Background: an optimization exercise with open tools, aiming at small area, a short achievable clock period and few clock cycles. Do not read the settings as production practice.
Power figures rest on the tool's default switching activity, not on a simulated workload.

==> wip/nickel: inputs <==
Design aluTop, start of the top module:
module aluTop (
	input  logic        clk,
	input  logic        rstN,
	input  logic        cyc,
	input  logic        stb,
	input  logic        we,
	input  logic [2:0]  adr,
	input  logic [31:0] datWr,
	output logic [31:0] datRd,
	output logic        ack
);
==> module aluTop, before the edit <==
module aluTop (
	input  logic        clk,
	input  logic        rstN,
	input  logic        cyc,
	input  logic        stb,
	input  logic        we,
	input  logic [2:0]  adr,
	input  logic [31:0] datWr,
	output logic [31:0] datRd,
	output logic        ack
);
	localparam int R  = 4;           
	localparam int N  = 16 / R;      
	logic [15:0] opA, opB;
	logic [3:0]  opCode;
	logic [15:0] accH, accL;         
	logic [1:0]  cnt;                
	logic        pend;               
	logic        mMul, mDiv;         
	logic req, wrA, wrB, wrOp;
	assign req  = cyc & stb & ~ack;
	assign wrA  = req & we & (adr == 3'd0);
	assign wrB  = req & we & (adr == 3'd1);
	assign wrOp = req & we & (adr == 3'd2);
	logic nMul, nDiv;
	assign nMul = (datWr[3:0] == 4'd2);
	assign nDiv = (datWr[3:0] == 4'd3) | (datWr[3:0] == 4'd4);
	logic active;
	logic [15:0] hIn, lIn;
	assign active = pend | (cnt != 2'd0);
	assign hIn = pend ? 16'd0 : accH;
	assign lIn = pend ? (mMul ? opB : opA) : accL;
	logic [15+R:0] mulSum;
	logic [15:0]   mulH, mulL;
	assign mulSum = {{R{1'b0}}, hIn} + opA * lIn[R-1:0];
	assign mulH   = mulSum[15+R:R];
	assign mulL   = {mulSum[R-1:0], lIn[15:R]};
	logic [15:0] divH, divL;
	always_comb begin
		logic [15:0] r, q;
		logic [16:0] sh;
		logic [17:0] df;
		r = hIn;
		q = lIn;
		for (int k = 0; k < R; k++) begin
			sh = {r, q[15]};
			df = {1'b0, sh} - {2'b00, opB};
			q  = {q[14:0], ~df[17]};
			r  = df[17] ? sh[15:0] : df[15:0];
		end
		divH = r;
		divL = q;
	end
	logic        sub;
	logic [16:0] asSum;
	logic [15:0] asH;
	assign sub   = opCode[0];
	assign asSum = {1'b0, opA} + {1'b0, opB ^ {16{sub}}} + 17'(sub);
	assign asH   = {{15{sub & ~asSum[16]}}, asSum[16] ^ sub};
	logic doneNow;
	assign doneNow = pend ? ~(mMul | mDiv) : (cnt <= 2'd1);
	logic isOp0, isOp1, isOp2, isOp3, isOp4, ovf;
	assign isOp0 = (opCode == 4'd0);
	assign isOp1 = (opCode == 4'd1);
	assign isOp2 = (opCode == 4'd2);
	assign isOp3 = (opCode == 4'd3);
	assign isOp4 = (opCode == 4'd4);
	assign ovf   = (opA[15] == opB[15]) & (asSum[15] != opA[15]);
	logic sA, sB, sO, sL, sHL, sHH, sZ, sV;
	always_ff @(posedge clk) begin
		if (!rstN) begin
			ack    <= 1'b0;
			opA    <= '0;
			opB    <= '0;
			opCode <= '0;
			mMul   <= 1'b0;
			mDiv   <= 1'b0;
			pend   <= 1'b1;
			cnt    <= '0;
		end else begin
			ack <= req & (we | (adr != 3'd3) | doneNow);
			if (wrA) opA <= datWr[15:0];
			if (wrB) opB <= datWr[15:0];
			if (wrOp) begin
				opCode <= datWr[3:0];
				mMul   <= nMul;
				mDiv   <= nDiv;
			end
			pend <= wrA | wrB | (wrOp & ~((nMul & mMul) | (nDiv & mDiv)));
			if (pend)              cnt <= (mMul | mDiv) ? 2'(N - 1) : 2'd0;
			else if (cnt != 2'd0)  cnt <= cnt - 2'd1;
		end
	end
	always_ff @(posedge clk) begin
		if (active) begin
			accH <= mMul ? mulH : mDiv ? divH : asH;
			accL <= mMul ? mulL : mDiv ? divL : asSum[15:0];
		end
		sA  <= (adr == 3'd0);
		sB  <= (adr == 3'd1);
		sO  <= (adr == 3'd2);
		sL  <= (adr == 3'd3) & (isOp0 | isOp1 | isOp2 | isOp3);
		sHL <= (adr == 3'd3) & isOp4;
		sHH <= (adr == 3'd3) & (isOp0 | isOp1 | isOp2);
		sZ  <= (adr == 3'd4) & (isOp3 | isOp4) & (opB == 16'd0);
		sV  <= (adr == 3'd4) & isOp0 & ovf;
	end
	assign datRd[31:16] = {16{sHH}} & accH;
	assign datRd[15:0]  = ({16{sA}} & opA) | ({16{sB}} & opB) | ({12'd0, {4{sO}} & opCode}) |
		({16{sL}} & accL) | ({16{sHL}} & accH) | {14'd0, sZ, sV};
endmodule
Settings: LEC_CHECK=0, ABC_CLOCK_PERIOD_IN_PS=8000, CAP_MARGIN=20, CORE_MARGIN=2, CORE_UTILIZATION=40, SLEW_MARGIN=20; clock period 45.0 ns.
run.sh (not shown) runs the stock make flow with config.mk's settings and CLKGATE_MAP_FILE= SYNTH_SCRIPT=/design/flow/synth_recipe.tcl, a recipe that flattens the netlist after the stock synthesis.
==> wip/tundra: changes against wip/nickel <==
--- a/flow/design.v
+++ b/flow/design.v
@@ -35,12 +35,10 @@
 	output logic        ack
 );
-	localparam int R  = 4;           
-	localparam int N  = 16 / R;      
 	logic [15:0] opA, opB;
 	logic [3:0]  opCode;
 	logic [15:0] accH, accL;         
-	logic [1:0]  cnt;                
-	logic        pend;               
+	logic [3:0]  cnt;                
 	logic        mMul, mDiv;         
+	logic        first;              
 	logic req, wrA, wrB, wrOp;
 	assign req  = cyc & stb & ~ack;
@@ -48,41 +46,56 @@
 	assign wrB  = req & we & (adr == 3'd1);
 	assign wrOp = req & we & (adr == 3'd2);
-	logic nMul, nDiv;
-	assign nMul = (datWr[3:0] == 4'd2);
-	assign nDiv = (datWr[3:0] == 4'd3) | (datWr[3:0] == 4'd4);
-	logic active;
+	logic nMul, nDiv, opLoad, load;
+	assign nMul   = (datWr[3:0] == 4'd2);
+	assign nDiv   = (datWr[3:0] == 4'd3) | (datWr[3:0] == 4'd4);
+	assign opLoad = wrOp & ~((nMul & mMul) | (nDiv & mDiv));
+	assign load   = wrA | wrB | opLoad;
 	logic [15:0] hIn, lIn;
-	assign active = pend | (cnt != 2'd0);
-	assign hIn = pend ? 16'd0 : accH;
-	assign lIn = pend ? (mMul ? opB : opA) : accL;
-	logic [15+R:0] mulSum;
-	logic [15:0]   mulH, mulL;
-	assign mulSum = {{R{1'b0}}, hIn} + opA * lIn[R-1:0];
-	assign mulH   = mulSum[15+R:R];
-	assign mulL   = {mulSum[R-1:0], lIn[15:R]};
+	assign hIn = first ? 16'd0 : accH;
+	assign lIn = first ? opA : accL;
+	logic [17:0] mulSum;
+	logic [15:0] mulH, mulL;
+	always_comb begin
+		logic [17:0] x, y, z, s, c;
+		logic        k;
+		x = {2'd0, hIn};
+		y = {2'd0, opB & {16{lIn[0]}}};
+		z = {1'd0, opB & {16{lIn[1]}}, 1'b0};
+		s = x ^ y ^ z;
+		c = {(x[16:0] & y[16:0]) | (x[16:0] & z[16:0]) | (y[16:0] & z[16:0]), 1'b0};
+		mulSum = s + c;
+	end
+	assign mulH   = mulSum[17:2];
+	assign mulL   = {mulSum[1:0], lIn[15:2]};
+	function automatic logic [16:0] divStep(input logic [15:0] r, input logic a,
+			input logic [15:0] b);
+		logic [17:0] d;
+		d = {1'b0, r, a} - {2'd0, b};
+		divStep = d[17] ? {1'b0, r[14:0], a} : {1'b1, d[15:0]};
+	endfunction
+	logic [16:0] st1, st2;
 	logic [15:0] divH, divL;
-	always_comb begin
-		logic [15:0] r, q;
-		logic [16:0] sh;
-		logic [17:0] df;
-		r = hIn;
-		q = lIn;
-		for (int k = 0; k < R; k++) begin
-			sh = {r, q[15]};
-			df = {1'b0, sh} - {2'b00, opB};
-			q  = {q[14:0], ~df[17]};
-			r  = df[17] ? sh[15:0] : df[15:0];
-		end
-		divH = r;
-		divL = q;
-	end
+	assign st1  = divStep(hIn, lIn[15], opB);
+	assign st2  = divStep(st1[15:0], lIn[14], opB);
+	assign divH = st2[15:0];
+	assign divL = {lIn[13:0], st1[16], st2[16]};
 	logic        sub;
 	logic [16:0] asSum;
 	logic [15:0] asH;
 	assign sub   = opCode[0];
-	assign asSum = {1'b0, opA} + {1'b0, opB ^ {16{sub}}} + 17'(sub);
+	always_comb begin
+		logic [15:0] y;
+		logic        k;
+		y = opB ^ {16{sub}};
+		k = sub;
+		for (int i = 0; i < 16; i++) begin
+			asSum[i] = opA[i] ^ y[i] ^ k;
+			k = (opA[i] & y[i]) | (opA[i] & k) | (y[i] & k);
+		end
+		asSum[16] = k;
+	end
 	assign asH   = {{15{sub & ~asSum[16]}}, asSum[16] ^ sub};
 	logic doneNow;
-	assign doneNow = pend ? ~(mMul | mDiv) : (cnt <= 2'd1);
+	assign doneNow = first ? ~(mMul | mDiv) : (cnt <= 4'd1);
 	logic isOp0, isOp1, isOp2, isOp3, isOp4, ovf;
 	assign isOp0 = (opCode == 4'd0);
@@ -101,7 +114,8 @@
 			mMul   <= 1'b0;
 			mDiv   <= 1'b0;
-			pend   <= 1'b1;
-			cnt    <= '0;
+			cnt    <= 4'd0;
+			first  <= 1'b1;
 		end else begin
+			first <= load;
 			ack <= req & (we | (adr != 3'd3) | doneNow);
 			if (wrA) opA <= datWr[15:0];
@@ -112,14 +126,15 @@
 				mDiv   <= nDiv;
 			end
-			pend <= wrA | wrB | (wrOp & ~((nMul & mMul) | (nDiv & mDiv)));
-			if (pend)              cnt <= (mMul | mDiv) ? 2'(N - 1) : 2'd0;
-			else if (cnt != 2'd0)  cnt <= cnt - 2'd1;
+			if (first)           cnt <= (mMul | mDiv) ? 4'd7 : 4'd0;
+			else if (cnt != '0)  cnt <= cnt - 4'd1;
 		end
 	end
 	always_ff @(posedge clk) begin
-		if (active) begin
+		if (first | (cnt != '0)) begin
 			accH <= mMul ? mulH : mDiv ? divH : asH;
 			accL <= mMul ? mulL : mDiv ? divL : asSum[15:0];
 		end
+	end
+	always_ff @(posedge clk) begin
 		sA  <= (adr == 3'd0);
 		sB  <= (adr == 3'd1);
- SLEW_MARGIN: 20 -> 50
==> impl_metrics.sql <==
INSERT INTO impl_metrics (metric_group, metric, value, unit) VALUES
('finish', 'finalCoreUtilization', '46.6', '%'),
('critical_path', 'end_kind', 'output pin', ''),
('global_route', 'globalRouteMet1Util', '30.1', '%'),
('finish', 'synthToLayoutAreaGrowth', '14.0', '%'),
('route', 'routedLengthMet1', '10900', 'um'),
('finish', 'layout.sequential_cells', '84', ''),
('pwr', 'power_density', '60.0', 'nW/um^2'),
('finish', 'number_of_cells_in_the_finished_layout_apart_from_fillers', '1197', ''),
('route', 'drt_iter0_drc', '455', ''),
('run_status', 'status', 'timing/DRC/antenna clean', ''),
('finish', 'layout.cell_area.non_filler', '9110', 'um^2'),
('placement', 'place_hpwl', '17500', 'um'),
('critical_path', 'reg2reg_to', 'accH[15]$_DFFE_PP_', ''),
('critical_path', 'cp_top_family', 'flip-flops', ''),
('finish', 'fillers', '1950', ''),
('synth', 'synth.top_cells.by_count', 'sky130_fd_sc_hd__mux2i_1 (76), sky130_fd_sc_hd__nor2_1 (70), sky130_fd_sc_hd__nor2b_1 (64), sky130_fd_sc_hd__a21oi_1 (54), sky130_fd_sc_hd__nand2_1 (54)', ''),
('clock_network', 'clk_pin_slew', '70', 'ps');
(the above is from wip/tundra)
==> impl_metrics.sql <==
INSERT INTO impl_metrics (metric_group, metric, value, unit) VALUES
('finish', 'number_of_cells_in_the_finished_layout_apart_from_fillers', '1813', ''),
('run_status', 'status', 'timing/DRC/antenna clean', ''),
('global_route', 'globalRouteMet1Util', '34.9', '%'),
('finish', 'layout.sequential_cells', '82', ''),
('critical_path', 'reg2reg_to', 'accL[0]$_DFFE_PP_', ''),
('critical_path', 'end_kind', 'flop', ''),
('route', 'drt_iter0_drc', '967', ''),
('clock_network', 'post_cts_resize_count', '0', ''),
('finish', 'fillers', '2791', ''),
('global_route', 'initial_antenna_violation_count', '0', ''),
('clock_network', 'clk_pin_slew', '80', 'ps'),
('finish', 'finalCoreUtilization', '44.9', '%'),
('synth', 'synth.top_cells.by_count', 'sky130_fd_sc_hd__nand2_1 (197), sky130_fd_sc_hd__ha_1 (109), sky130_fd_sc_hd__a21oi_1 (96), sky130_fd_sc_hd__inv_1 (95), sky130_fd_sc_hd__nor2_1 (89)', ''),
('finish', 'synthToLayoutAreaGrowth', '10.9', '%'),
('pwr', 'power_density', '47.5', 'nW/um^2'),
('route', 'routedLengthMet1', '16600', 'um'),
('critical_path', 'cp_top_family', 'compound AO/OA/AOI/OAI gates', '');
(the above is from wip/nickel)
No run of this note included a check of the RTL's function; only the layout flow was run.

## re-timing with driven ports
In the flow no input, the clock included, has a driving cell. The finished layouts below were timed again as built, in two steps.
Step 1 assumes that a clkbuf_16 drives the clock port and a buf_2 every other input.
Step 2 moves the port delays by t, midway between the first and last clock arrival at a register: inputs arrive t later, outputs are due t later. That takes back most of the time a late clock gives input paths.
Slacks: ideal / step 1 / step 2; pairs: ideal / step 1.
run | t (ns) | setup WS [ns] | worst register clock-pin slew, ns
wip/nickel | 0.394 | 31.090 / 31.090 / 31.090 | 0.08 / 0.08
wip/tundra | 0.380 | 33.956 / 33.916 / 34.044 | 0.07 / 0.07
After both steps setup and hold are still met in every run listed.
